What follows belongs to an exercise in optimizing a design on an open flow for small area; a production flow would make more cautious choices.
Function was checked by simulation only, so behaviour that the tests miss may differ from the original.
Power and IR drop assume default switching activity.

--- flow/constraint.sdc ---
create_clock -name core_clock -period 14.0 [get_ports {clk}]
set_input_delay 2.8000 -clock core_clock [delete_from_list [all_inputs] [get_ports {clk}]]
set_output_delay 2.8000 -clock core_clock [all_outputs]
set_load 0.01 [all_outputs]
--- flow/run.sh ---
#!/bin/bash
# synth_recipe.tcl (not shown) runs the flow's synth.tcl, then flattens the netlist and writes it again
# the make line also repeats each setting of config.mk as NAME=value (left out here)
make -C /OpenROAD-flow-scripts/flow DESIGN_CONFIG=/design/flow/config.mk WORK_HOME=/design/flow/orfs CLKGATE_MAP_FILE= SYNTH_SCRIPT=/design/flow/synth_recipe.tcl finish
--- flow/design.v ---
`default_nettype none
package riscv_isa_pkg;
	localparam int xlen = 32;
	typedef struct packed {
		logic [6:0] funct7;
		logic [4:0] rs2;
		logic [4:0] rs1;
		logic [2:0] funct3;
		logic [4:0] rd;
		logic [6:0] opcode;
	} r_fmt_t;
	typedef struct packed {
		logic [11:0] imm11_0;
		logic [4:0]  rs1;
		logic [2:0]  funct3;
		logic [4:0]  rd;
		logic [6:0]  opcode;
	} i_fmt_t;
	typedef struct packed {
		logic [6:0] imm11_5;
		logic [4:0] rs2;
		logic [4:0] rs1;
		logic [2:0] funct3;
		logic [4:0] imm4_0;
		logic [6:0] opcode;
	} s_fmt_t;
	typedef struct packed {
		logic       imm12;
		logic [5:0] imm10_5;
		logic [4:0] rs2;
		logic [4:0] rs1;
		logic [2:0] funct3;
		logic [3:0] imm4_1;
		logic       imm11;
		logic [6:0] opcode;
	} b_fmt_t;
	typedef struct packed {
		logic       imm20;
		logic [9:0] imm10_1;
		logic       imm11;
		logic [7:0] imm19_12;
		logic [4:0] rd;
		logic [6:0] opcode;
	} j_fmt_t;
	typedef union packed {
		r_fmt_t r;
		i_fmt_t i;
		s_fmt_t s;
		b_fmt_t b;
		j_fmt_t j;
	} instr_t;
	localparam logic [6:0] op_rtype  = 7'b0110011;
	localparam logic [6:0] op_itype  = 7'b0010011;
	localparam logic [6:0] op_load   = 7'b0000011;
	localparam logic [6:0] op_store  = 7'b0100011;
	localparam logic [6:0] op_branch = 7'b1100011;
	localparam logic [6:0] op_jal    = 7'b1101111;
	localparam logic [2:0] f3_add  = 3'b000;  
	localparam logic [2:0] f3_sll  = 3'b001;
	localparam logic [2:0] f3_slt  = 3'b010;
	localparam logic [2:0] f3_sltu = 3'b011;
	localparam logic [2:0] f3_xor  = 3'b100;
	localparam logic [2:0] f3_srl  = 3'b101;  
	localparam logic [2:0] f3_or   = 3'b110;
	localparam logic [2:0] f3_and  = 3'b111;
	localparam logic [31:0] nop_instr = 32'h0000_0013;  
endpackage
`default_nettype wire
`default_nettype none
package core_ctrl_pkg;
	typedef enum logic [3:0] {
		alu_add  = 4'b0000,
		alu_sll  = 4'b0001,
		alu_slt  = 4'b0010,
		alu_sltu = 4'b0011,
		alu_xor  = 4'b0100,
		alu_srl  = 4'b0101,
		alu_or   = 4'b0110,
		alu_and  = 4'b0111,
		alu_sub  = 4'b1000,
		alu_sra  = 4'b1101
	} alu_op_e;
	typedef enum logic [1:0] {
		class_add = 2'b00,  
		class_sub = 2'b01,  
		class_reg = 2'b10,
		class_imm = 2'b11
	} alu_class_e;
	typedef enum logic [1:0] {
		res_alu = 2'b00,
		res_mem = 2'b01,
		res_pc4 = 2'b10
	} result_sel_e;
	typedef struct packed {
		logic        reg_write;
		logic        alu_src_imm;
		logic        mem_write;
		logic        branch;
		logic        jump;
		result_sel_e result_sel;
	} ctrl_t;
	typedef struct packed {
		logic                          valid;
		logic [31:0] addr;
		logic [31:0] data;
	} store_bus_t;
	localparam int dmem_words = 64;
endpackage
`default_nettype wire
`timescale 1ns/1ps
`default_nettype none
module add4 (
	input  logic [3:0] a,
	input  logic [3:0] b,
	input  logic       ci,
	output logic [3:0] s,
	output logic [3:0] p,
	output logic [3:0] g,
	output logic       bp,
	output logic       bg
);
	logic [3:0] c;
	assign p = a ^ b;
	assign g = a & b;
	assign c[0] = ci;
	assign c[1] = g[0] | (p[0] & c[0]);
	assign c[2] = g[1] | (p[1] & c[1]);
	assign c[3] = g[2] | (p[2] & c[2]);
	assign s    = p ^ c;
	assign bp = &p;
	assign bg = g[3] | (p[3] & g[2]) | (p[3] & p[2] & g[1]) | (p[3] & p[2] & p[1] & g[0]);
endmodule
module carry8 (
	input  logic       ci,
	input  logic [7:0] bp,
	input  logic [7:0] bg,
	output logic [8:0] c
);
	assign c[0] = ci;
	for (genvar k = 0; k < 8; k++) begin : g_c
		assign c[k+1] = bg[k] | (bp[k] & c[k]);
	end
endmodule
module add32 (
	input  logic [31:0] a,
	input  logic [31:0] b,
	input  logic        ci,
	output logic [31:0] s,
	output logic [31:0] p,   
	output logic [31:0] g,   
	output logic        co
);
	logic [7:0] bp, bg;
	logic [8:0] c;
	for (genvar k = 0; k < 8; k++) begin : g_blk
		add4 u_blk (
			.a  (a[4*k +: 4]),
			.b  (b[4*k +: 4]),
			.ci (c[k]),
			.s  (s[4*k +: 4]),
			.p  (p[4*k +: 4]),
			.g  (g[4*k +: 4]),
			.bp (bp[k]),
			.bg (bg[k])
		);
	end
	carry8 u_c (.ci(ci), .bp(bp), .bg(bg), .c(c));
	assign co = c[8];
endmodule
module sh_stage #(
	parameter int K = 1
) (
	input  logic [31:0] x,
	input  logic        s,
	input  logic        fill,
	output logic [31:0] y
);
	for (genvar b = 0; b < 32; b++) begin : g_b
		g_mux2 u_mux (.a0(x[b]), .a1((b + K < 32) ? x[(b + K) % 32] : fill), .s(s), .s_n(~s), .y(y[b]));
	end
endmodule
module alu (
	input  logic [31:0] x,
	input  logic [4:0]  sh,
	input  logic        fill,
	output logic [31:0] y
);
	logic [31:0] t1, t2, t4, t8;
	sh_stage #(.K(16)) u_s16 (.x(x),  .s(sh[4]), .fill(fill), .y(t1));
	sh_stage #(.K(8))  u_s8  (.x(t1), .s(sh[3]), .fill(fill), .y(t2));
	sh_stage #(.K(4))  u_s4  (.x(t2), .s(sh[2]), .fill(fill), .y(t4));
	sh_stage #(.K(2))  u_s2  (.x(t4), .s(sh[1]), .fill(fill), .y(t8));
	sh_stage #(.K(1))  u_s1  (.x(t8), .s(sh[0]), .fill(fill), .y(y));
endmodule
`default_nettype wire
`timescale 1ns/1ps
`default_nettype none
module reg_ctl (
	input  logic a1_n, b1_n,
	input  logic a2_n, b2_n,
	input  logic aw_n, bw_n,
	input  logic rst,
	output logic sel1,
	output logic sel2,
	output logic set,
	output logic keep
);
	g_nor2 u_sel1 (.a(a1_n), .b(b1_n), .y(sel1));
	g_nor2 u_sel2 (.a(a2_n), .b(b2_n), .y(sel2));
	g_nor2 u_set  (.a(aw_n), .b(bw_n), .y(set));
	g_nor2 u_keep (.a(set),  .b(rst),  .y(keep));
endmodule
module register_file (
	input  logic        clk,
	input  logic        rst,
	input  logic [4:0]  ra1,
	input  logic [4:0]  ra2,
	input  logic [4:0]  wa,
	input  logic        we,
	input  logic [31:0] wd,
	output logic [31:0] rd1,
	output logic [31:0] rd2
);
	logic [31:0][31:1] bits;  
	logic [1:0][31:1] sel1, sel2, set, keep;  
	logic [3:0]  a1_n, a2_n, aw_n;
	logic [7:0]  b1_n, b2_n, bw_n;
	always_comb begin
		for (int i = 0; i < 4; i++) begin
			a1_n[i] = ~(ra1[1:0] == i[1:0]);
			a2_n[i] = ~(ra2[1:0] == i[1:0]);
			aw_n[i] = ~((wa[1:0] == i[1:0]) & we & ~rst);
		end
		for (int i = 0; i < 8; i++) begin
			b1_n[i] = ~(ra1[4:2] == i[2:0]);
			b2_n[i] = ~(ra2[4:2] == i[2:0]);
			bw_n[i] = ~(wa[4:2] == i[2:0]);
		end
	end
	for (genvar k = 1; k < 32; k++) begin : g_ctl
		for (genvar h = 0; h < 2; h++) begin : g_h
			reg_ctl u_ctl (
				.a1_n (a1_n[k % 4]), .b1_n (b1_n[k / 4]),
				.a2_n (a2_n[k % 4]), .b2_n (b2_n[k / 4]),
				.aw_n (aw_n[k % 4]), .bw_n (bw_n[k / 4]),
				.rst  (rst),
				.sel1 (sel1[h][k]),
				.sel2 (sel2[h][k]),
				.set  (set[h][k]),
				.keep (keep[h][k])
			);
		end
	end
	for (genvar k = 1; k < 32; k++) begin : g_reg
		for (genvar b = 0; b < 32; b++) begin : g_bit
			store_bit u_bit (
				.clk  (clk),
				.set  (set[b / 16][k]),
				.keep (keep[b / 16][k]),
				.w    (wd[b]),
				.q    (bits[b][k])
			);
		end
	end
	for (genvar b = 0; b < 32; b++) begin : g_rd
		read_or #(.N(31)) u_rd1 (.d(bits[b]), .sel(sel1[b / 16]), .y(rd1[b]));
		read_or #(.N(31)) u_rd2 (.d(bits[b]), .sel(sel2[b / 16]), .y(rd2[b]));
	end
endmodule
`default_nettype wire
`timescale 1ns/1ps
`default_nettype none
module store_bit (
	input  logic clk,
	input  logic set,
	input  logic keep,
	input  logic w,
	output logic q
);
	always_ff @(posedge clk)
		q <= (q & keep) | (w & set);
endmodule
module sel3_n (
	input  logic [2:0] d,
	input  logic [2:0] s,
	output logic       y_n
);
	assign y_n = ~|(d & s);
endmodule
module g_nor2 (
	input  logic a,
	input  logic b,
	output logic y
);
	assign y = ~(a | b);
endmodule
module g_mux2 (
	input  logic a0,
	input  logic a1,
	input  logic s,
	input  logic s_n,
	output logic y
);
	assign y = (a0 & s_n) | (a1 & s);
endmodule
module or_n #(
	parameter int N = 4
) (
	input  logic [N-1:0] a_n,
	output logic         y
);
	assign y = ~&a_n;
endmodule
module sel1_n (
	input  logic d,
	input  logic s,
	output logic y_n
);
	assign y_n = ~(d & s);
endmodule
module read_or #(
	parameter int N = 32
) (
	input  logic [N-1:0] d,
	input  logic [N-1:0] sel,
	output logic         y
);
	localparam int G3 = N / 3;           
	localparam int R  = N - 3 * G3;      
	localparam int G  = G3 + (R > 0);
	logic [G-1:0] t_n;
	for (genvar g = 0; g < G3; g++) begin : g_grp
		sel3_n u_sel (.d(d[3*g +: 3]), .s(sel[3*g +: 3]), .y_n(t_n[g]));
	end
	if (R == 1) begin : g_r1
		sel1_n u_sel (.d(d[N-1]), .s(sel[N-1]), .y_n(t_n[G-1]));
	end else if (R == 2) begin : g_r2
		assign t_n[G-1] = ~|(d[N-1 -: 2] & sel[N-1 -: 2]);
	end
	or_n #(.N(G)) u_or (.a_n(t_n), .y(y));
endmodule
`default_nettype wire
`timescale 1ns/1ps
`default_nettype none
module word_ctl (
	input  logic lr_n,
	input  logic lw_n,
	input  logic h_n,
	input  logic rst,
	output logic rsel,
	output logic set,
	output logic keep
);
	g_nor2 u_rsel (.a(lr_n), .b(h_n), .y(rsel));
	g_nor2 u_set  (.a(lw_n), .b(h_n), .y(set));
	g_nor2 u_keep (.a(set),  .b(rst), .y(keep));
endmodule
module data_memory (
	input  logic        clk,
	input  logic        rst,
	input  logic        we,
	input  logic        re,
	input  logic [5:0]  idx,
	input  logic [31:0] wdata,
	output logic [31:0] rdata
);
	logic [31:0][63:0] bits;  
	logic [1:0][63:0] rsel, set, keep;  
	logic [7:0]  lr_n, lw_n, h_n;
	always_comb begin
		for (int i = 0; i < 8; i++) begin
			lr_n[i] = ~((idx[2:0] == i[2:0]) & re);
			lw_n[i] = ~((idx[2:0] == i[2:0]) & we & ~rst);
			h_n[i]  = ~(idx[5:3] == i[2:0]);
		end
	end
	for (genvar k = 0; k < 64; k++) begin : g_ctl
		for (genvar h = 0; h < 2; h++) begin : g_h
			word_ctl u_ctl (
				.lr_n (lr_n[k % 8]),
				.lw_n (lw_n[k % 8]),
				.h_n  (h_n[k / 8]),
				.rst  (rst),
				.rsel (rsel[h][k]),
				.set  (set[h][k]),
				.keep (keep[h][k])
			);
		end
	end
	for (genvar k = 0; k < 64; k++) begin : g_word
		for (genvar b = 0; b < 32; b++) begin : g_bit
			store_bit u_bit (
				.clk  (clk),
				.set  (set[b / 16][k]),
				.keep (keep[b / 16][k]),
				.w    (wdata[b]),
				.q    (bits[b][k])
			);
		end
	end
	for (genvar b = 0; b < 32; b++) begin : g_rd
		read_or #(.N(64)) u_rd (.d(bits[b]), .sel(rsel[b / 16]), .y(rdata[b]));
	end
endmodule
`default_nettype wire
`timescale 1ns/1ps
`default_nettype none
module wd_bit (
	input  logic sum, p, g, pc4, sr, sl, mem,
	input  logic s_add, s_p, s_g, s_jal, s_sr, s_sl,
	output logic y
);
	assign y = (sum & s_add) | (p & s_p) | (g & s_g) |
	           (pc4 & s_jal) | (sr & s_sr) | (sl & s_sl) | mem;
endmodule
module pc_bit (
	input  logic clk,
	input  logic tk,
	input  logic ntk,
	input  logic t,
	input  logic n,
	output logic q
);
	always_ff @(posedge clk)
		q <= (t & tk) | (n & ntk);
endmodule
module riscv_core (
	input  logic        clk,
	input  logic        rst,
	input  logic [31:0] instr,
	output logic [31:0] pc,
	output logic        store_valid,
	output logic [31:0] store_addr,
	output logic [31:0] store_data
);
	logic [6:0] opcode;
	logic [2:0] f3;
	logic       is_r, is_iop, is_i, is_alu, is_ld, is_st, is_br, is_jal;
	logic       reg_write, sub_mode, pc_op;
	assign opcode = instr[6:0];
	assign f3     = instr[14:12];
	assign is_r   = (opcode == 7'b0110011);
	assign is_iop = (opcode == 7'b0010011);
	assign is_i   = is_iop & (f3[1:0] != 2'b01);  
	assign is_alu = is_r | is_i;
	assign is_ld  = (opcode == 7'b0000011);
	assign is_st  = (opcode == 7'b0100011);
	assign is_br  = (opcode == 7'b1100011);
	assign is_jal = (opcode == 7'b1101111);
	assign reg_write = is_alu | is_ld | is_jal;
	assign pc_op     = is_br | is_jal;
	assign sub_mode  = (is_r & (f3 == 3'b000) & instr[30]) |
	                   (is_alu & (f3[2:1] == 2'b01));
	logic [31:1] pc_q;
	logic [31:0] rs1, rs2, wd, mem_rdata;
	assign pc = {pc_q, 1'b0};  
	logic [31:0] imm;
	assign imm[31:20] = {12{instr[31]}};
	assign imm[19:12] = is_jal ? instr[19:12] : {8{instr[31]}};
	assign imm[11]    = is_br ? instr[7] : is_jal ? instr[20] : instr[31];
	assign imm[10:5]  = instr[30:25];
	assign imm[4:1]   = (is_st | is_br) ? instr[11:8] : instr[24:21];
	assign imm[0]     = is_st ? instr[7] : (is_br | is_jal) ? 1'b0 : instr[20];
	logic [31:0] op_a, op_b, sum, p, g;
	logic        cout, lt, ltu;
	assign op_a[0] = rs1[0] & ~pc_op;
	for (genvar b = 1; b < 32; b++) begin : g_opa
		g_mux2 u_opa (.a0(rs1[b]), .a1(pc_q[b]), .s(pc_op), .s_n(~pc_op), .y(op_a[b]));
	end
	assign op_b = (is_r ? rs2 : imm) ^ {32{sub_mode}};
	add32 u_add (
		.a  (op_a),
		.b  (op_b),
		.ci (sub_mode),
		.s  (sum),
		.p  (p),
		.g  (g),
		.co (cout)
	);
	assign ltu = ~cout;
	assign lt  = p[31] ? sum[31] : rs1[31];
	logic [31:0] sh_in, sh_out;
	logic        left;
	assign left = ~f3[2];
	for (genvar b = 0; b < 32; b++) begin : g_rev
		g_mux2 u_rev (.a0(rs1[b]), .a1(rs1[31-b]), .s(left), .s_n(f3[2]), .y(sh_in[b]));
	end
	alu u_sh (
		.x    (sh_in),
		.sh   (rs2[4:0]),
		.fill (instr[30] & f3[2] & rs1[31]),
		.y    (sh_out)
	);
	logic [31:0] pc4;
	logic s_add, s_slt, s_sltu, s_xor, s_or, s_and, s_sll, s_sr;
	assign pc4 = {pc_q[31:2] + 30'd1, pc_q[1], 1'b0};
	assign s_add  = is_alu & (f3 == 3'b000);
	assign s_sll  = is_r   & (f3 == 3'b001);
	assign s_slt  = is_alu & (f3 == 3'b010);
	assign s_sltu = is_alu & (f3 == 3'b011);
	assign s_xor  = is_alu & (f3 == 3'b100);
	assign s_sr   = is_r   & (f3 == 3'b101);
	assign s_or   = is_alu & (f3 == 3'b110);
	assign s_and  = is_alu & (f3 == 3'b111);
	for (genvar b = 0; b < 32; b++) begin : g_wd
		logic extra;
		if (b == 0) begin : g_lt
			assign extra = mem_rdata[0] | (lt & s_slt) | (ltu & s_sltu);
		end else begin : g_m
			assign extra = mem_rdata[b];
		end
		wd_bit u_wd (
			.sum (sum[b]), .p (p[b]), .g (g[b]), .pc4 (pc4[b]),
			.sr (sh_out[b]), .sl (sh_out[31-b]), .mem (extra),
			.s_add (s_add), .s_p (s_xor | s_or), .s_g (s_or | s_and),
			.s_jal (is_jal), .s_sr (s_sr), .s_sl (s_sll),
			.y (wd[b])
		);
	end
	register_file rf0 (
		.clk (clk),
		.rst (rst),
		.ra1 (instr[19:15]),
		.ra2 (instr[24:20]),
		.wa  (instr[11:7]),
		.we  (reg_write),
		.wd  (wd),
		.rd1 (rs1),
		.rd2 (rs2)
	);
	data_memory dmem0 (
		.clk   (clk),
		.rst   (rst),
		.we    (is_st),
		.re    (is_ld),
		.idx   (sum[7:2]),
		.wdata (rs2),
		.rdata (mem_rdata)
	);
	logic take, tk, ntk;
	assign take = is_jal | (is_br & (rs1 == rs2));
	assign tk   = take & ~rst;
	assign ntk  = ~(take | rst);
	for (genvar b = 1; b < 32; b++) begin : g_pc
		pc_bit u_pc (
			.clk (clk),
			.tk  (tk),
			.ntk (ntk),
			.t   (sum[b]),
			.n   (pc4[b]),
			.q   (pc_q[b])
		);
	end
	assign store_valid = is_st & ~rst;
	assign store_addr  = sum;
	assign store_data  = rs2;
endmodule
`default_nettype wire
--- flow/config.mk ---
export PLATFORM = sky130hd
export DESIGN_NAME = riscv_core
export DESIGN_NICKNAME = riscv_core
export VERILOG_FILES = /design/flow/design.v
export SDC_FILE = /design/flow/constraint.sdc
export NUM_CORES = 4
export LEC_CHECK = 0
export CAP_MARGIN = 20
export CORE_MARGIN = 2
export CORE_UTILIZATION = 50
export CTS_CLUSTER_DIAMETER = 60
export CTS_CLUSTER_SIZE = 25
export SLEW_MARGIN = 20
export SYNTH_HIERARCHICAL = 1
==> flow_metrics.tcl, run 1 <==
set metrics [dict create \
    status "complete, no violations" \
    path_clk_slew_ps 80 \
    row_count 175 \
    seq_area_frac_synth 0.540 \
    start_kind "input pin" \
    ys_async_sr_fraction 0 \
    grt_setup_unrepaired "no" \
    drt_iter0_drc 21600 \
    slew_headroom 0.196 \
    power_density_nw_per_um2 119 \
    synthTopCellsByCount "a22o_1 (3294), dfxtp_1 (3071), a222oi_1 (1344)" \
    avgSynthCellArea_um2 11.9 \
    drv_cap 0 \
    switching_share 0.245 \
    clk_latency_ps 910 \
    numCtsBuffers 191 \
    tns_ps 0 \
    vias 107000 \
    max_freq_mhz 74.7 \
    synthFlopType "dfxtp_1" \
    nets 10500 \
    dieArea_um2 232000 \
    yosys.cell_count.top_type "a22o_1" \
    syn_inst 9535 \
    slew_violations 0 \
    avgRoutedWirePerCell_um 37.2 \
    end_kind "primary output" \
    grt_pass1_wl_um 717000 \
    vdd_drop_max_mv 0.114 \
    cp_max_fo 16 \
    p_switching_uw 3840 \
    grt_antenna_before_repair 30 \
    die_w_um 481 \
    overflow 0 \
    clock-sinks 3071 \
    finalClockSkew_ps 52.9 \
    cts_tree "built" \
    leakagePower_uw 0.0480 \
    synth_top_area_frac 0.540 \
    min_period_ps 13390 \
    syn_to_final_growth_pct 15.2 \
    cts_root_buffer "clkbuf_16" \
    grt_pass1_vias 97200 \
    postCtsSetupRepairBufs 0 \
    track_usage 0.415 \
    ctsLongestPathBuffers 3 \
    numPortBuffers 129 \
    finalCritPeriodShare 0.956 \
    power.clock.fraction 0.412 \
    final_area_um2 131000 \
    place_congestion 1.01 \
    ant_nets 0 \
    yosys_warnings 10 \
    htree_levels 4 \
    worstMarginPinSlew_ps 1200 \
    viasPerCell 7.84 \
    ys_ff_latch 3071 \
    drcViolationCount 0 \
    worstPathRequired_ps 11200 \
    place_inst 13300 \
    start_util 0.502 \
    intPower_uw 11800 \
    synth_edf_count 0 \
    total_power_uw 15600 \
    post_cts_resized 0 \
    cts_hold_buf 0 \
    holdCritPathClass "register to register" \
    drive_above_1_share 0.117 \
    yosysUniqueCellTypes 55 \
    worst-setup-path-type "input pin to primary output" \
    critPathArrivalTime_ps 10590 \
    synth_top_area_cell "dfxtp_1" \
    placed_cell_area_um2 124000 \
    combinationalPowerShare 0.029 \
    dr.pass1.iters 15 \
    fin_cells 13600 \
    hpwlAfterDp_um 334000 \
    p_seq_frac 0.559 \
    hold_viol 0 \
    finalSetupViolCount 0 \
    r2r_slack_ps 4410 \
    synth_area_leaders "dfxtp_1 (54%), a22o_1 (25%), a222oi_1 (12%)" \
    core_um2 227000 \
    syn_area_um2 114000 \
    io_pins 131 \
    grt_max_degree 67 \
    wirelength_um 507000 \
    die_height_um 481 \
]
worst paths after layout:
check,startpoint,endpoint,cells past startpoint
max,instr[21],store_addr[22],21
min,dmem0.g_word[16].g_bit[2].u_bit.q,dmem0.g_word[16].g_bit[2].u_bit.q,1
max reg2reg,rf0.g_reg[1].g_bit[1].u_bit.q,rf0.g_reg[14].g_bit[24].u_bit.q,29
min reg2reg,dmem0.g_word[16].g_bit[2].u_bit.q,dmem0.g_word[16].g_bit[2].u_bit.q,1
layout make-up:
class,count,area (µm²)
inverter,56,210
timing repair buffer,730,5970
fill,19100,95600
clock inverter,136,1790
clock buffer,203,4960
antenna,12,30.0
tap,3009,3760
sequential,3071,61500
multi-input combinational,6393,53000
per-module statistics from Yosys (local to each module, per instance), a selection:
module	area [µm²]	copies in the design	flip-flops and latches	cells
add4	165	8	0	18
sel3_n	10.0	1312	0	1
sel1_n	3.75	96	0	1
store_bit	28.8	3040	1	2
register_file	267	1	0	36
riscv_core	1890	1	0	286
wd_bit	27.5	32	0	4
carry8	118	1	0	15
g_mux2	8.76	223	0	1
metrics by stage:
stage,worst slack [ps],hold WS (ps),utilization
after floorplan,2200,455,-
after global placement,943,465,0.545
after detailed placement,855,470,0.547
after CTS,870,493,0.577
after global routing,637,500,0.578
final,613,490,0.579
power by group through the flow:
stage | combinational, µW | sequential, µW | clock, µW
global route | 459 | 8740 | 6790
detailed placement | 426 | 8940 | 0
global placement | 410 | 8940 | 0
floorplan | 188 | 8940 | 0
finish | 452 | 8730 | 6440
CTS | 427 | 8730 | 6460
sequential cells by signal, summed over array words and instances (netlist names):
name                        cells
dmem0.g_word.g_bit.u_bit.q   2048
g_pc.u_pc.q                    31
rf0.g.g_bit.u_bit.q           992
metal layers:
metal	global-route usage	up-vias	routed length, µm	share of wire
met4	0.246	34	36700	0.072
met2	0.614	7602	218000	0.43
met3	0.0907	1294	57300	0.11
li1	-	44100	-	-
met5	0	-	207	0.00041
met1	0.555	53700	195000	0.38
critical path, cell delays in order:
cell	delay (ps)
clkdlybuf4s50_1	550
nand2b_1	550
nor2_2	320
a222oi_1	950
nand4_1	480
or3_4	570
mux2i_1	320
xnor2_1	280
ha_1	360
nand2_1	80
o21ai_1	130
a211oi_2	270
o21bai_2	170
a21o_1	230
a21o_1	200
inv_1	70
fa_1	150
inv_1	50
fa_1	370
fa_1	1010
clkdlybuf4s50_1	670
cells by family (layout without fill, tap and decap cells):
group / Yosys count / after routing / share of synthesized area
adder cells (fa/ha/maj): 57 / 57 / 0.00784
AO/OA/AOI/OAI: 4783 / 4783 / 0.379
buffers and inverters: 72 / 1125 / 0.00267
XOR/XNOR: 100 / 100 / 0.00769
flip-flops: 3071 / 3071 / 0.540
other: 1 / 14 / 0.0000329
AND/OR/NAND/NOR: 1440 / 1440 / 0.0619
multiplexers: 11 / 11 / 0.000967
cell usage in the layout, fill, tap and decap left out, types with 13 or more instances in the layout:
| master | Yosys | routed |
|---|---|---|
| or3_4 | 0 | 32 |
| ha_1 | 33 | 33 |
| and4_1 | 44 | 43 |
| a21oi_1 | 71 | 70 |
| inv_6 | 0 | 30 |
| nand2_1 | 150 | 148 |
| a222oi_1 | 1344 | 1344 |
| dfxtp_1 | 3071 | 3071 |
| buf_6 | 0 | 13 |
| o21ai_1 | 21 | 21 |
| inv_8 | 0 | 26 |
| nand4_1 | 300 | 300 |
| inv_1 | 55 | 55 |
| buf_4 | 7 | 580 |
| or3_1 | 71 | 39 |
| clkinv_8 | 0 | 17 |
| clkdlybuf4s50_1 | 0 | 128 |
| nor2_1 | 651 | 442 |
| fa_1 | 24 | 24 |
| nand3_2 | 0 | 35 |
| xor2_1 | 36 | 35 |
| nor2_2 | 0 | 209 |
| clkinv_4 | 0 | 13 |
| nor4_1 | 37 | 36 |
| clkbuf_16 | 0 | 195 |
| xnor2_1 | 64 | 64 |
| a22oi_1 | 33 | 33 |
| nand3_1 | 120 | 85 |
| a22o_1 | 3294 | 3294 |
==> inputs of run 2 (changes only) <==
==> flow/flow/run.sh (new file) <==
#!/bin/bash
# Layout flow: the standard ORFS flow (standard.sh, with its standard synthesis) with two
# changes:
#  - ports are buffered with buf_2 instead of the default delay cell,
#  - clock tree synthesis inserts no dummy loads (sinks clustered 25 per leaf, 60 um),
#  - after global routing, gates off the critical paths are downsized (RECOVER_POWER).
# The full output of the ORFS run (every tool) is written to orfs_flow.log in this folder;
# ORFS also keeps each step's own log under orfs/logs/.
set -euo pipefail
export BUFFER_PORTS_ARGS="-buffer_cell sky130_fd_sc_hd__buf_2"
export RECOVER_POWER=100
export CTS_ARGS="-sink_clustering_enable -repair_clock_nets -sink_clustering_size 25 -sink_clustering_max_diameter 60 -dont_use_dummy_load"
bash standard.sh finish > orfs_flow.log 2>&1
==> flow/standard.sh (new file) <==
#!/bin/bash
# synth_recipe.tcl (not shown) runs the flow's synth.tcl, then flattens the netlist and writes it again
# the make line also repeats each setting of config.mk as NAME=value (left out here)
make -C /OpenROAD-flow-scripts/flow DESIGN_CONFIG=/design/flow/config.mk WORK_HOME=/design/flow/orfs CLKGATE_MAP_FILE= SYNTH_SCRIPT=/design/flow/synth_recipe.tcl "${@:-finish}"
--- a/flow/config.mk
+++ b/flow/config.mk
@@ -10,4 +10,2 @@
 export CORE_UTILIZATION = 50
-export CTS_CLUSTER_DIAMETER = 60
-export CTS_CLUSTER_SIZE = 25
 export SLEW_MARGIN = 20
removed: flow/run.sh
==> run 2 against run 1 <==
The layout now fails its checks (max-capacitance violations, max-slew violations). Sequential share of layout area increased by 1.4 points. First-iteration DRC count decreased by 6.4%. Total power decreased by 7.5%. Sequential power about the same. Via count decreased by 0.65%. Global-route usage decreased by 0.27 points. Largest cell class unchanged. Largest power group unchanged. Highest routed layer unchanged.
==> flow_metrics.tcl, run 2 <==
set metrics [dict create \
    synth_top_area_cell "dfxtp_1" \
    synthTopCellsByCount "a22o_1 (3294), dfxtp_1 (3071), a222oi_1 (1344)" \
    critical-path-slowest-cell "nand2_1" \
    holdPathEnd "dmem0.g_word[2].g_bit[6].u_bit.q" \
    ys_ff_latch 3071 \
    tns_ps 0 \
    worst-setup-path-type "input pin to register" \
    status "finished with violations" \
    violations "max-capacitance violations, max-slew violations" \
    avgSynthCellArea_um2 11.9 \
    worstMarginPinSlew_ps 4950 \
    area.sequential_um2 61500 \
    seq_area_frac_synth 0.540 \
    post-place-ws_ps 1400 \
    vias 106000 \
    yosys.cell_count.top_type "a22o_1" \
    min_from "dmem0.g_word[2].g_bit[6].u_bit.q" \
    start_util 0.502 \
    avgRoutedWirePerCell_um 37.4 \
    synth_top_area_frac 0.540 \
    htree_levels 4 \
    syn_to_final_growth_pct 11.9 \
    ant_nets 0 \
    core_um2 227000 \
    top_regs "dmem0.g_word.g_bit.u_bit.q: 2048 flops, rf0.g.g_bit.u_bit.q: 992 flops, g_pc.u_pc.q: 31 flops" \
    multi_input_comb_area_um2 52600 \
    drv_cap 10 \
    dieArea_um2 232000 \
    row_count 175 \
    worstPathRequired_ps 14740 \
    grt_pass1_vias 96400 \
    drt_iter0_drc 20200 \
    cts_root_buffer "clkbuf_16" \
    crit_family "simple AND/OR/NAND/NOR gates" \
    overflow 0 \
    yosysUniqueCellTypes 55 \
    grt_pass1_wl_um 712000 \
    hold_viol 0 \
    synthAdderAreaFrac 0.00784 \
    timing.rr.start "rf0.g_reg[19].g_bit[3].u_bit.q" \
    layout_commonest_cell "a22o_1" \
    finalSetupViolCount 0 \
    track_usage 0.412 \
    synth_top_family_by_area "compound AO/OA/AOI/OAI gates" \
    critPathArrivalTime_ps 14090 \
    cts_hold_buf 0 \
    viasPerCell 7.86 \
    path_buf_inv 10 \
    cp_max_fo 36 \
    nets 10600 \
    worst_path_largest_cell_delay_ps 850 \
    dr.pass1.iters 17 \
    die_height_um 481 \
    max_freq_mhz 74.9 \
    drive_above_1_share 0.0803 \
    top_register "dmem0.g_word.g_bit.u_bit.q" \
    hpwlAfterDp_um 334000 \
    synth_xor_area_frac 0.00769 \
    die_w_um 481 \
    drcViolationCount 0 \
    final_area_um2 127000 \
    yosys_warnings 10 \
    cts_tree "built" \
    slew_headroom -2.30 \
    syn_inst 9535 \
    power_density_nw_per_um2 113 \
    numPortBuffers 129 \
    clk_latency_ps 880 \
    synth.area.mux_share 0.000967 \
    wirelength_um 504000 \
    fill_cells 19500 \
    min_period_ps 13350 \
    clock-sinks 3071 \
    slew_violations 374 \
    finalCritPeriodShare 0.954 \
    post_cts_resized 0 \
    path_clk_slew_ps 70 \
    rr_worst_depth 31 \
    holdCritPathClass "register to register" \
    placed_cell_area_um2 124000 \
    synth_area_leaders "dfxtp_1 (54%), a22o_1 (25%), a222oi_1 (12%)" \
    synth_compound_area_frac 0.379 \
    postCtsSetupRepairBufs 0 \
    end_kind "register" \
    synth_edf_count 0 \
    syn_area_um2 114000 \
    setup_ws_ps 647 \
    ctsLongestPathBuffers 3 \
    ys_async_sr_fraction 0 \
    crit_top_cell "clkbuf_1" \
    timing.rr.end "rf0.g_reg[27].g_bit[25].u_bit.q" \
    total_power_uw 14500 \
    largest_register_ffs 2048 \
    start_kind "input pin" \
    place_congestion 1.00 \
    yosys.area_share.simple 0.0619 \
    leakagePower_uw 0.0463 \
    vdd_drop_max_mv 0.0951 \
    grt_antenna_before_repair 23 \
    r2r_slack_ps 4090 \
    finalClockSkew_ps 111 \
    numCtsBuffers 188 \
    whs_path_depth 1 \
    grt_setup_unrepaired "no" \
    grt_max_degree 67 \
    io_pins 131 \
    synthFlopType "dfxtp_1" \
    mostFrequentLayoutCells "a22o_1 (3294), dfxtp_1 (3071), a222oi_1 (1344)" \
]
[run 2: cell counts after synthesis]
No cell type changed its count.
[run 2: worst max-delay path by stage]
stage	from	end	slack, ps	depth (start not counted)
2_1_floorplan	instr[23]	store_addr[31]	2200	20
3_3_place_gp	instr[21]	rf0.g_reg[29].g_bit[1].u_bit.q	1040	32
3_5_place_dp	instr[23]	rf0.g_reg[6].g_bit[3].u_bit.q	1400	33
4_1_cts	instr[20]	store_addr[31]	1450	22
5_1_grt	instr[20]	store_addr[31]	620	24
6_report	instr[20]	rf0.g_reg[27].g_bit[25].u_bit.q	650	35
[run 2: cell type report]
type	count	area share
well taps	3009	0.0296
diodes	11	0.000216
flip-flops and latches	3071	0.483
inverters	56	0.00165
multi-input cells	6393	0.413
repair buffers	749	0.0361
clock buffers	188	0.0369
[run 2: where the power goes]
part | total, µW | internal [µW] | switching [µW]
registers | 8730 | 8730 | 4.07
logic | 428 | 70.9 | 357
clock network | 5290 | 2370 | 2920
total | 14500 | 11200 | 3280
[run 2: layer usage]
| metal | vias up | track usage | share of wire |
|---|---|---|---|
| li1 | 43900 | - | - |
| met1 | 53000 | 0.562 | 0.39 |
| met2 | 7623 | 0.594 | 0.42 |
| met3 | 1351 | 0.0952 | 0.12 |
| met4 | 28 | 0.242 | 0.073 |
| met5 | - | 0.00414 | 0.00059 |
[run 2: metrics by stage]
step	hold WS (ps)	util	instances
after floorplan	455	-	9536
after global placement	465	0.543	13300
after detailed placement	470	0.545	13300
final	485	0.562	13500
after CTS	485	0.566	13500
after global routing	495	0.562	13500
[run 2: cells by family after synthesis]
| kind of cell | after synthesis |
|---|---|
| flip-flops | 3071 |
| XOR/XNOR | 100 |
| adder cells (fa/ha/maj) | 57 |
| AND/OR/NAND/NOR | 1440 |
| buffers and inverters | 72 |
| AO/OA/AOI/OAI | 4783 |
| multiplexers | 11 |
| other | 1 |
[run 2: per-module statistics from Yosys (local to each module, per instance), a selection]
| module | flip-flops and latches | times used | area, µm² | cells |
|---|---|---|---|---|
| pc_bit | 1 | 31 | 28.8 | 2 |
| wd_bit | 0 | 32 | 27.5 | 4 |
| g_mux2 | 0 | 223 | 8.76 | 1 |
| riscv_core | 0 | 1 | 1890 | 286 |
| add4 | 0 | 8 | 165 | 18 |
| sel1_n | 0 | 96 | 3.75 | 1 |
| carry8 | 0 | 1 | 118 | 15 |
| sel3_n | 0 | 1312 | 10.0 | 1 |
| register_file | 0 | 1 | 267 | 36 |
| store_bit | 1 | 3040 | 28.8 | 2 |
| data_memory | 0 | 1 | 199 | 36 |
| g_nor2 | 0 | 632 | 3.75 | 1 |
==> inputs of run 3 (changes only) <==
==> flow/flow/run.sh (replaced) <==
#!/bin/bash
# Layout flow: the standard ORFS flow (standard.sh, with its standard synthesis) with two
# changes:
#  - ports are buffered with buf_2 instead of the default delay cell,
#  - clock tree synthesis inserts no dummy loads (sinks clustered 25 per leaf, 60 um).
# The full output of the ORFS run (every tool) is written to orfs_flow.log in this folder;
# ORFS also keeps each step's own log under orfs/logs/.
set -euo pipefail
export BUFFER_PORTS_ARGS="-buffer_cell sky130_fd_sc_hd__buf_2"
export CTS_ARGS="-sink_clustering_enable -repair_clock_nets -sink_clustering_size 25 -sink_clustering_max_diameter 60 -dont_use_dummy_load"
bash standard.sh finish > orfs_flow.log 2>&1
==> run 3 against run 2 <==
Now clean on timing, DRC and antenna. Sequential power hardly changed. Area after synthesis stayed put. Cell area is 0.91% higher. Highest routed layer unchanged.
==> flow_metrics.tcl, run 3 <==
set metrics [dict create \
    status "complete, no violations" \
    drive_above_1_share 0.115 \
    clock-sinks 3071 \
    grt_pass1_vias 96400 \
    met3_usage 0.0952 \
    path_buf_inv 4 \
    synth_top_area_cell "dfxtp_1" \
    startpoint "instr[20]" \
    drcViolationCount 0 \
    slew_violations 0 \
    min_from "dmem0.g_word[39].g_bit[0].u_bit.q" \
    ys_ff_latch 3071 \
    vias 106000 \
    cp_max_fo 25 \
    holdWs_ps 484 \
    clk_latency_ps 880 \
    synth_area_leaders "dfxtp_1 (54%), a22o_1 (25%), a222oi_1 (12%)" \
    gr-usage-met1 0.562 \
    largest_register_ffs 2048 \
    ctsLongestPathBuffers 3 \
    grt_use_met2 0.594 \
    holdCritPathClass "register to register" \
    cts_root_buffer "clkbuf_16" \
    fin_cells 13500 \
    r2r_slack_ps 4670 \
    vdd_drop_max_mv 0.0948 \
    synth_top_family_by_area "compound AO/OA/AOI/OAI gates" \
    start_kind "input pin" \
    grt_pass1_wl_um 712000 \
    cts_tree "built" \
    grt_max_degree 67 \
    mostFrequentLayoutCells "a22o_1 (3294), dfxtp_1 (3071), a222oi_1 (1344)" \
    fill_cells 19200 \
    yosysUniqueCellTypes 55 \
    wirelength_um 504000 \
    dr.pass1.iters 13 \
    cts_hold_buf 0 \
    start_util 0.502 \
    tns_ps 0 \
    synth_xor_area_frac 0.00769 \
    finalSetupViolCount 0 \
    core_um2 227000 \
    yosys.area_share.simple 0.0619 \
    crit_top_cell "fa_1" \
    synthAdderAreaFrac 0.00784 \
    worstPathRequired_ps 11200 \
    overflow 0 \
    crit_chain "buf_2 > nand2_1 > nor2_1 > a222oi_1 > nand4_1 > or3_4 > mux2i_1 > xnor2_1 > ha_1 > a21oi_1 > o21ai_1 > a211oi_2 > o21bai_2 > o41a_1 > a21o_1 > inv_1 > fa_1 > inv_1 > fa_1 > fa_1 > xor2_1 > buf_2" \
    min_period_ps 12750 \
    max_freq_mhz 78.4 \
    end_kind "primary output" \
    holdPathEnd "dmem0.g_word[39].g_bit[0].u_bit.q" \
    grt_setup_unrepaired "no" \
    avgRoutedWirePerCell_um 37.4 \
    yosys.cell_count.top_type "a22o_1" \
    grt_antenna_before_repair 21 \
    top_register "dmem0.g_word.g_bit.u_bit.q" \
    track_usage 0.412 \
    synthFlopType "dfxtp_1" \
    yosys_warnings 10 \
    slew_headroom 0.193 \
    hpwlAfterDp_um 334000 \
    crit_cells 22 \
    numPortBuffers 129 \
    worstMarginPinSlew_ps 1210 \
    htree_levels 4 \
    io_pins 131 \
    nets 10600 \
    finalClockSkew_ps 109 \
    timing.rr.start "rf0.g_reg[19].g_bit[3].u_bit.q" \
    postCtsSetupRepairBufs 0 \
    die_height_um 481 \
    ant_nets 0 \
    top_usage_layer "met2" \
    drt_iter0_drc 20700 \
    whs_path_depth 1 \
    finalCritPeriodShare 0.911 \
    layout_commonest_cell "a22o_1" \
    syn_to_final_growth_pct 12.9 \
    avgSynthCellArea_um2 11.9 \
    die_w_um 481 \
    post_cts_resized 0 \
    numCtsBuffers 188 \
    top_regs "dmem0.g_word.g_bit.u_bit.q: 2048 flops, rf0.g.g_bit.u_bit.q: 992 flops, g_pc.u_pc.q: 31 flops" \
    power_density_nw_per_um2 113 \
    syn_inst 9535 \
    synth_top_area_frac 0.540 \
    hold_viol 0 \
    dieArea_um2 232000 \
    leakagePower_uw 0.0472 \
    seq_area_frac_synth 0.540 \
    syn_area_um2 114000 \
    place_congestion 1.00 \
    timing.rr.end "rf0.g_reg[23].g_bit[10].u_bit.q" \
    row_count 175 \
    synth.area.mux_share 0.000967 \
    worst-setup-path-type "input pin to primary output" \
    synthTopCellsByCount "a22o_1 (3294), dfxtp_1 (3071), a222oi_1 (1344)" \
    synth_compound_area_frac 0.379 \
    multi_input_comb_area_um2 53000 \
    synth_edf_count 0 \
    rr_worst_depth 27 \
    worst_path_largest_cell_delay_ps 830 \
    place_inst 13300 \
    area.sequential_um2 61500 \
    viasPerCell 7.85 \
    critPathArrivalTime_ps 9950 \
    ys_async_sr_fraction 0 \
    crit_family "simple AND/OR/NAND/NOR gates" \
    drv_cap 0 \
    path_clk_slew_ps 40 \
    critical-path-slowest-cell "nand2_1" \
]
-- run 3: cell types whose count changed in the layout (fill, tap and decap cells not counted), sizes merged --
| cell | before | now |
|---|---|---|
| buf | 501 | 749 |
| clkbuf | 436 | 188 |
| diode | 11 | 12 |
-- run 3: worst max path at each step --
stage	end	slack [ps]
after floorplan	store_addr[31]	2200
after global placement	rf0.g_reg[29].g_bit[1].u_bit.q	1040
after CTS	store_addr[31]	1450
after global routing	store_addr[31]	1180
after detailed placement	rf0.g_reg[6].g_bit[3].u_bit.q	1400
final	store_addr[31]	1250
-- run 3: routing by layer --
layer  up-vias  wire [µm]
met1     52800     197000
met3      1354      60900
met2      7710     209000
met5         -        276
met4        26      36700
li1      43900          -
-- run 3: power breakdown --
group | internal [µW] | leakage (µW) | switching (µW)
clock | 2370 | 0.00232 | 2920
sequential | 8730 | 0.0247 | 4.05
combinational | 82.0 | 0.0202 | 361
total | 11200 | 0.0472 | 3290
-- run 3: Yosys stat by module, one instance, submodules excluded, excerpt --
module | copies in the design | flops+latches | cells
data_memory | 1 | 0 | 36
riscv_core | 1 | 0 | 286
register_file | 1 | 0 | 36
g_nor2 | 632 | 0 | 1
add4 | 8 | 0 | 18
sel3_n | 1312 | 0 | 1
pc_bit | 31 | 1 | 2
wd_bit | 32 | 0 | 4
sel1_n | 96 | 0 | 1
carry8 | 1 | 0 | 15
store_bit | 3040 | 1 | 2
g_mux2 | 223 | 0 | 1
-- run 3: through the flow --
step | worst slack [ps] | utilization | total power [µW] | area (µm²)
global route | 1180 | 0.567 | 14800 | 129000
finish | 1250 | 0.567 | 14500 | 129000
global placement | 1040 | 0.543 | 9340 | 123000
CTS | 1450 | 0.566 | 14500 | 128000
detailed placement | 1400 | 0.545 | 9350 | 124000
floorplan | 2200 | - | 9120 | 114000
-- run 3: logic make-up after synthesis --
group	count (synthesis)
AOI/OAI and AO/OA	4783
xor gates and xnor gates	100
adders and majority gates	57
buffers and inverters	72
DFF	3071
muxes	11
other	1
and+or+nand+nor	1440
-- run 3: cell type report --
type                            instances  share of cell area
Antenna cell                           12            0.000234
Clock buffer                          188              0.0366
Inverter                               56             0.00164
Multi-Input combinational cell       6393               0.412
Sequential cell                      3071               0.478
Tap cell                             3009              0.0293
Timing Repair Buffer                  749              0.0420
==> inputs of run 4 (changes only) <==
--- a/flow/design.v
+++ b/flow/design.v
@@ -219,5 +219,8 @@
 	input  logic        we,
-	input  logic [31:0] wd,
+	input  logic [31:0] wd_lo,   
+	input  logic [31:0] wd_hi,   
 	output logic [31:0] rd1,
-	output logic [31:0] rd2
+	output logic [31:0] rd2,
+	output logic [31:0] rd2_m0,  
+	output logic [31:0] rd2_m1
 );
@@ -259,3 +262,3 @@
 				.keep (keep[b / 16][k]),
-				.w    (wd[b]),
+				.w    ((k < 16) ? wd_lo[b] : wd_hi[b]),
 				.q    (bits[b][k])
@@ -266,3 +269,7 @@
 		read_or #(.N(31)) u_rd1 (.d(bits[b]), .sel(sel1[b / 16]), .y(rd1[b]));
-		read_or #(.N(31)) u_rd2 (.d(bits[b]), .sel(sel2[b / 16]), .y(rd2[b]));
+		read_or_dup #(.N(31), .NOUT(3)) u_rd2 (
+			.d   (bits[b]),
+			.sel (sel2[b / 16]),
+			.y   ({rd2_m1[b], rd2_m0[b], rd2[b]})
+		);
 	end
@@ -341,2 +348,48 @@
 endmodule
+module or_lvl1 #(
+	parameter int G = 4
+) (
+	input  logic [G-1:0]         a_n,
+	output logic [(G+3)/4-1:0]   h
+);
+	for (genvar j = 0; j < (G + 3) / 4; j++) begin : g_h
+		localparam int W = (4 * j + 4 <= G) ? 4 : G - 4 * j;
+		assign h[j] = ~&a_n[4*j +: W];
+	end
+endmodule
+module g_or #(
+	parameter int M = 3
+) (
+	input  logic [M-1:0] a,
+	output logic         y
+);
+	assign y = |a;
+endmodule
+module read_or_dup #(
+	parameter int N    = 31,
+	parameter int NOUT = 2
+) (
+	input  logic [N-1:0]    d,
+	input  logic [N-1:0]    sel,
+	output logic [NOUT-1:0] y
+);
+	localparam int G3 = N / 3;
+	localparam int R  = N - 3 * G3;
+	localparam int G  = G3 + (R > 0);
+	localparam int M  = (G + 3) / 4;
+	logic [G-1:0] t_n;
+	logic [M-1:0] h;
+	for (genvar g = 0; g < G3; g++) begin : g_grp
+		sel3_n u_sel (.d(d[3*g +: 3]), .s(sel[3*g +: 3]), .y_n(t_n[g]));
+	end
+	if (R == 1) begin : g_r1
+		sel1_n u_sel (.d(d[N-1]), .s(sel[N-1]), .y_n(t_n[G-1]));
+	end else if (R == 2) begin : g_r2
+		assign t_n[G-1] = ~|(d[N-1 -: 2] & sel[N-1 -: 2]);
+	end
+	or_lvl1 #(.G(G)) u_l1 (.a_n(t_n), .h(h));
+	for (genvar o = 0; o < NOUT; o++) begin : g_out
+		g_or #(.M(M)) u_or (.a(h), .y(y[o]));
+	end
+endmodule
 `default_nettype wire
@@ -363,3 +416,4 @@
 	input  logic [5:0]  idx,
-	input  logic [31:0] wdata,
+	input  logic [31:0] wdata_lo,  
+	input  logic [31:0] wdata_hi,  
 	output logic [31:0] rdata
@@ -395,3 +449,3 @@
 				.keep (keep[b / 16][k]),
-				.w    (wdata[b]),
+				.w    ((k < 32) ? wdata_lo[b] : wdata_hi[b]),
 				.q    (bits[b][k])
@@ -410,6 +464,18 @@
 	input  logic s_add, s_p, s_g, s_jal, s_sr, s_sl,
+	output logic y0,
+	output logic y1
+);
+	logic t1_n, t2_n;
+	sel3_n u_t1 (.d({sum, p, g}),  .s({s_add, s_p, s_g}),  .y_n(t1_n));
+	sel3_n u_t2 (.d({pc4, sr, sl}), .s({s_jal, s_sr, s_sl}), .y_n(t2_n));
+	wd_fin u_y0 (.t1_n(t1_n), .t2_n(t2_n), .m(mem), .y(y0));
+	wd_fin u_y1 (.t1_n(t1_n), .t2_n(t2_n), .m(mem), .y(y1));
+endmodule
+module wd_fin (
+	input  logic t1_n,
+	input  logic t2_n,
+	input  logic m,
 	output logic y
 );
-	assign y = (sum & s_add) | (p & s_p) | (g & s_g) |
-	           (pc4 & s_jal) | (sr & s_sr) | (sl & s_sl) | mem;
+	assign y = ~t1_n | ~t2_n | m;
 endmodule
@@ -454,3 +520,3 @@
 	logic [31:1] pc_q;
-	logic [31:0] rs1, rs2, wd, mem_rdata;
+	logic [31:0] rs1, rs2, rs2_m0, rs2_m1, wd_lo, wd_hi, mem_rdata;
 	assign pc = {pc_q, 1'b0};  
@@ -516,3 +582,4 @@
 			.s_jal (is_jal), .s_sr (s_sr), .s_sl (s_sll),
-			.y (wd[b])
+			.y0 (wd_lo[b]),
+			.y1 (wd_hi[b])
 		);
@@ -526,5 +593,8 @@
 		.we  (reg_write),
-		.wd  (wd),
-		.rd1 (rs1),
-		.rd2 (rs2)
+		.wd_lo  (wd_lo),
+		.wd_hi  (wd_hi),
+		.rd1    (rs1),
+		.rd2    (rs2),
+		.rd2_m0 (rs2_m0),
+		.rd2_m1 (rs2_m1)
 	);
@@ -536,3 +606,4 @@
 		.idx   (sum[7:2]),
-		.wdata (rs2),
+		.wdata_lo (rs2_m0),
+		.wdata_hi (rs2_m1),
 		.rdata (mem_rdata)
==> flow/flow/run.sh (replaced) <==
#!/bin/bash
# Layout flow: the standard ORFS flow (standard.sh, with its standard synthesis) with two
# changes:
#  - ports are buffered with buf_1 instead of the default delay cell,
#  - clock tree synthesis inserts no dummy loads (sinks clustered 26 per leaf, 90 um).
# The full output of the ORFS run (every tool) is written to orfs_flow.log in this folder;
# ORFS also keeps each step's own log under orfs/logs/.
set -euo pipefail
export BUFFER_PORTS_ARGS="-buffer_cell sky130_fd_sc_hd__buf_1"
export CTS_ARGS="-sink_clustering_enable -repair_clock_nets -sink_clustering_size 26 -sink_clustering_max_diameter 90 -dont_use_dummy_load"
bash standard.sh finish > orfs_flow.log 2>&1
==> run 4 against run 3 <==
Still clean on timing, DRC and antenna. Die area grew 0.56%. Worst setup slack worse by 1100 ps. Global-route usage is 1.5 points higher. Clock power fell by 12%. Routed wire length is 4.1% higher. Clock-buffer cell count shrank 44. Via count increased by 1.7%. Largest cell class unchanged. Highest routed layer unchanged.
==> flow_metrics.tcl, run 4 <==
set metrics [dict create \
    synth_top_area_frac 0.537 \
    clock-sinks 3071 \
    placed_cell_area_um2 124000 \
    synth_xor_area_frac 0.00765 \
    start_kind "input pin" \
    layout_commonest_cell "a22o_1" \
    synth_top_area_cell "dfxtp_1" \
    grt_max_degree 123 \
    ant_nets 0 \
    ys_ff_latch 3071 \
    leakagePower_uw 0.0464 \
    numCtsBuffers 144 \
    start_util 0.503 \
    ctsLongestPathBuffers 3 \
    yosys.cell_count.top_type "a22o_1" \
    nets 10500 \
    total_power_uw 13800 \
    yosysUniqueCellTypes 55 \
    htree_levels 4 \
    drcViolationCount 0 \
    largest_register_ffs 2048 \
    seq_area_frac_synth 0.537 \
    slew_violations 0 \
    wirelength_um 524000 \
    dr.pass1.iters 17 \
    synth_edf_count 0 \
    synth_area_leaders "dfxtp_1 (54%), a22o_1 (25%), a222oi_1 (12%)" \
    holdCritPathClass "register to register" \
    synth_compound_area_frac 0.376 \
    viasPerCell 8.01 \
    finalCritPeriodShare 0.990 \
    post_cts_resized 0 \
    path_clk_slew_ps 90 \
    max_freq_mhz 72.1 \
    drv_cap 0 \
    final_area_um2 128000 \
    cp_max_fo 16 \
    track_usage 0.427 \
    die_w_um 483 \
    critPathArrivalTime_ps 11060 \
    io_pins 131 \
    final_util 0.561 \
    die_height_um 483 \
    dieArea_um2 233000 \
    avgSynthCellArea_um2 11.9 \
    yosys.area_share.simple 0.0679 \
    syn_to_final_growth_pct 11.3 \
    status "complete, no violations" \
    ys_async_sr_fraction 0 \
    post-place-ws_ps -33.0 \
    synthFlopType "dfxtp_1" \
    end_kind "primary output" \
    worstMarginPinSlew_ps 1240 \
    top_register "dmem0.g_word.g_bit.u_bit.q" \
    grt_pass1_wl_um 735000 \
    worst-setup-path-type "input pin to primary output" \
    synth_top_family_by_area "compound AO/OA/AOI/OAI gates" \
    grt_setup_unrepaired "no" \
    synthAdderAreaFrac 0.00780 \
    postCtsSetupRepairBufs 0 \
    drt_iter0_drc 22900 \
    worstPathRequired_ps 11200 \
    drive_above_1_share 0.100 \
    cts_tree "built" \
    synth.area.mux_share 0.000961 \
    hpwlAfterDp_um 355000 \
    numPortBuffers 129 \
    syn_inst 9599 \
    yosys_warnings 10 \
    place_congestion 1.03 \
    overflow 0 \
    vdd_drop_max_mv 0.115 \
    top_regs "dmem0.g_word.g_bit.u_bit.q: 2048 flops, rf0.g.g_bit.u_bit.q: 992 flops, g_pc.u_pc.q: 31 flops" \
    slew_headroom 0.163 \
    power_density_nw_per_um2 108 \
    setup_ws_ps 136 \
    finalClockSkew_ps 106 \
    cts_hold_buf 0 \
    row_count 175 \
    finalSetupViolCount 0 \
    grt_pass1_vias 98000 \
    avgRoutedWirePerCell_um 39.0 \
    syn_area_um2 115000 \
    synthTopCellsByCount "a22o_1 (3294), dfxtp_1 (3071), a222oi_1 (1376)" \
    tns_ps 0 \
    core_um2 227000 \
    mostFrequentLayoutCells "a22o_1 (3294), dfxtp_1 (3071), a222oi_1 (1376)" \
    cts_root_buffer "clkbuf_16" \
    min_period_ps 13860 \
    hold_viol 0 \
    grt_antenna_before_repair 18 \
    clk_latency_ps 860 \
    vias 108000 \
]
run 4: cell types whose count changed after synthesis:
cell      change
a21oi_1      -32
a222oi_1     +32
a22oi_1      -32
nand3_1      -32
nand3b_1     +64
or3_1        +64
run 4: final timing paths:
| path | start | end | slack (ps) | cells after the start |
|---|---|---|---|---|
| worst max register to register | rf0.g_reg[28].g_bit[1].u_bit.q | rf0.g_reg[29].g_bit[0].u_bit.q | 3890 | 25 |
| worst min register to register | dmem0.g_word[63].g_bit[23].u_bit.q | dmem0.g_word[63].g_bit[23].u_bit.q | 490 | 1 |
| worst max-delay path | instr[24] | store_addr[31] | 140 | 22 |
| worst min-delay path | dmem0.g_word[63].g_bit[23].u_bit.q | dmem0.g_word[63].g_bit[23].u_bit.q | 490 | 1 |
run 4: logic make-up after synthesis:
logic type      count (synthesis)
buf+inv                        72
compound gates               4751
fa+ha+maj                      57
flops                        3071
mux                            11
xor+xnor                      100
simple gates                 1536
other cells                     1
run 4: modules after synthesis, one instance, submodules excluded, excerpt:
module,copies in the design,flip-flops and latches
wd_fin,64,0
riscv_core,1,0
data_memory,1,0
sel3_n,1376,0
add4,8,0
store_bit,3040,1
carry8,1,0
sel1_n,96,0
pc_bit,31,1
g_mux2,223,0
g_nor2,632,0
run 4: area by class of cell:
class                   count  area [µm²]
well taps                3009        3760
repair buffers            708        4930
flip-flops and latches   3071       61500
fillers                 19300      100000
clock buffers             144        3600
inverters                  56         210
diodes                      7        17.5
multi-input cells        6457       53500
run 4: power by group:
group | leakage, µW | internal, µW | total (µW) | switching [µW]
registers | 0.0247 | 8730 | 8740 | 5.23
logic | 0.0199 | 78.2 | 439 | 360
clock network | 0.00177 | 1850 | 4650 | 2800
total | 0.0464 | 10700 | 13800 | 3170
run 4: critical path: stages:
cell	delay, ps
buf_1	330
nand3_1	970
nor2_2	1020
a222oi_1	310
nand3_1	320
or3_1	440
mux2i_1	200
xnor2_1	610
ha_1	400
a21oi_1	190
o21ai_1	230
a211oi_2	350
o21bai_2	160
o41a_1	480
a21o_1	240
inv_1	70
fa_1	160
inv_1	50
fa_1	390
fa_1	400
xor2_1	670
buf_1	210
run 4: metal layers:
metal  vias up  track usage  part of all wire
met5         -            0           0.00026
met4        20        0.258             0.073
met3      1471        0.114              0.12
met2      8082        0.625              0.42
met1     54000        0.561              0.38
li1      44100            -                 -
run 4: through the flow:
step / std cells / hold WS, ps
2_1_floorplan: 9600 / 455
3_3_place_gp: 13300 / 465
3_5_place_dp: 13300 / 470
4_1_cts: 13400 / 494
5_1_grt: 13400 / 501
6_report: 13500 / 492

## port drivers added, routing unchanged
No port has a modelled driver above. Below, the same layouts with a new extraction and two added sets of constraints.
Step 1: set_driving_cell puts a clkbuf_16 on clk and a buf_2 on each other input, an assumption about the parent block.
Step 2 moves the port delays by t, midway between the first and last clock arrival at a register: inputs arrive t later, outputs are due t later. That takes back most of the time a late clock gives input paths.
a / b / c = ideal / step 1 / step 2; a / b = the first two.
| run | t, ns | setup slack, ns | worst setup path at the end |
|---|---|---|---|
| run 1 | 0.980 | 0.613 / 0.505 / 0.343 | input to register |
| run 2 | 0.922 | 0.647 / 0.679 / -0.224 | input to register |
| run 3 | 0.923 | 1.251 / 1.196 / 0.721 | input to register |
| run 4 | 0.900 | 0.136 / 0.105 / -0.237 | input to register |
For run 2, which loses most, drivers alone change the setup slack by +0.032 ns; drivers and shift together by -0.871 ns.
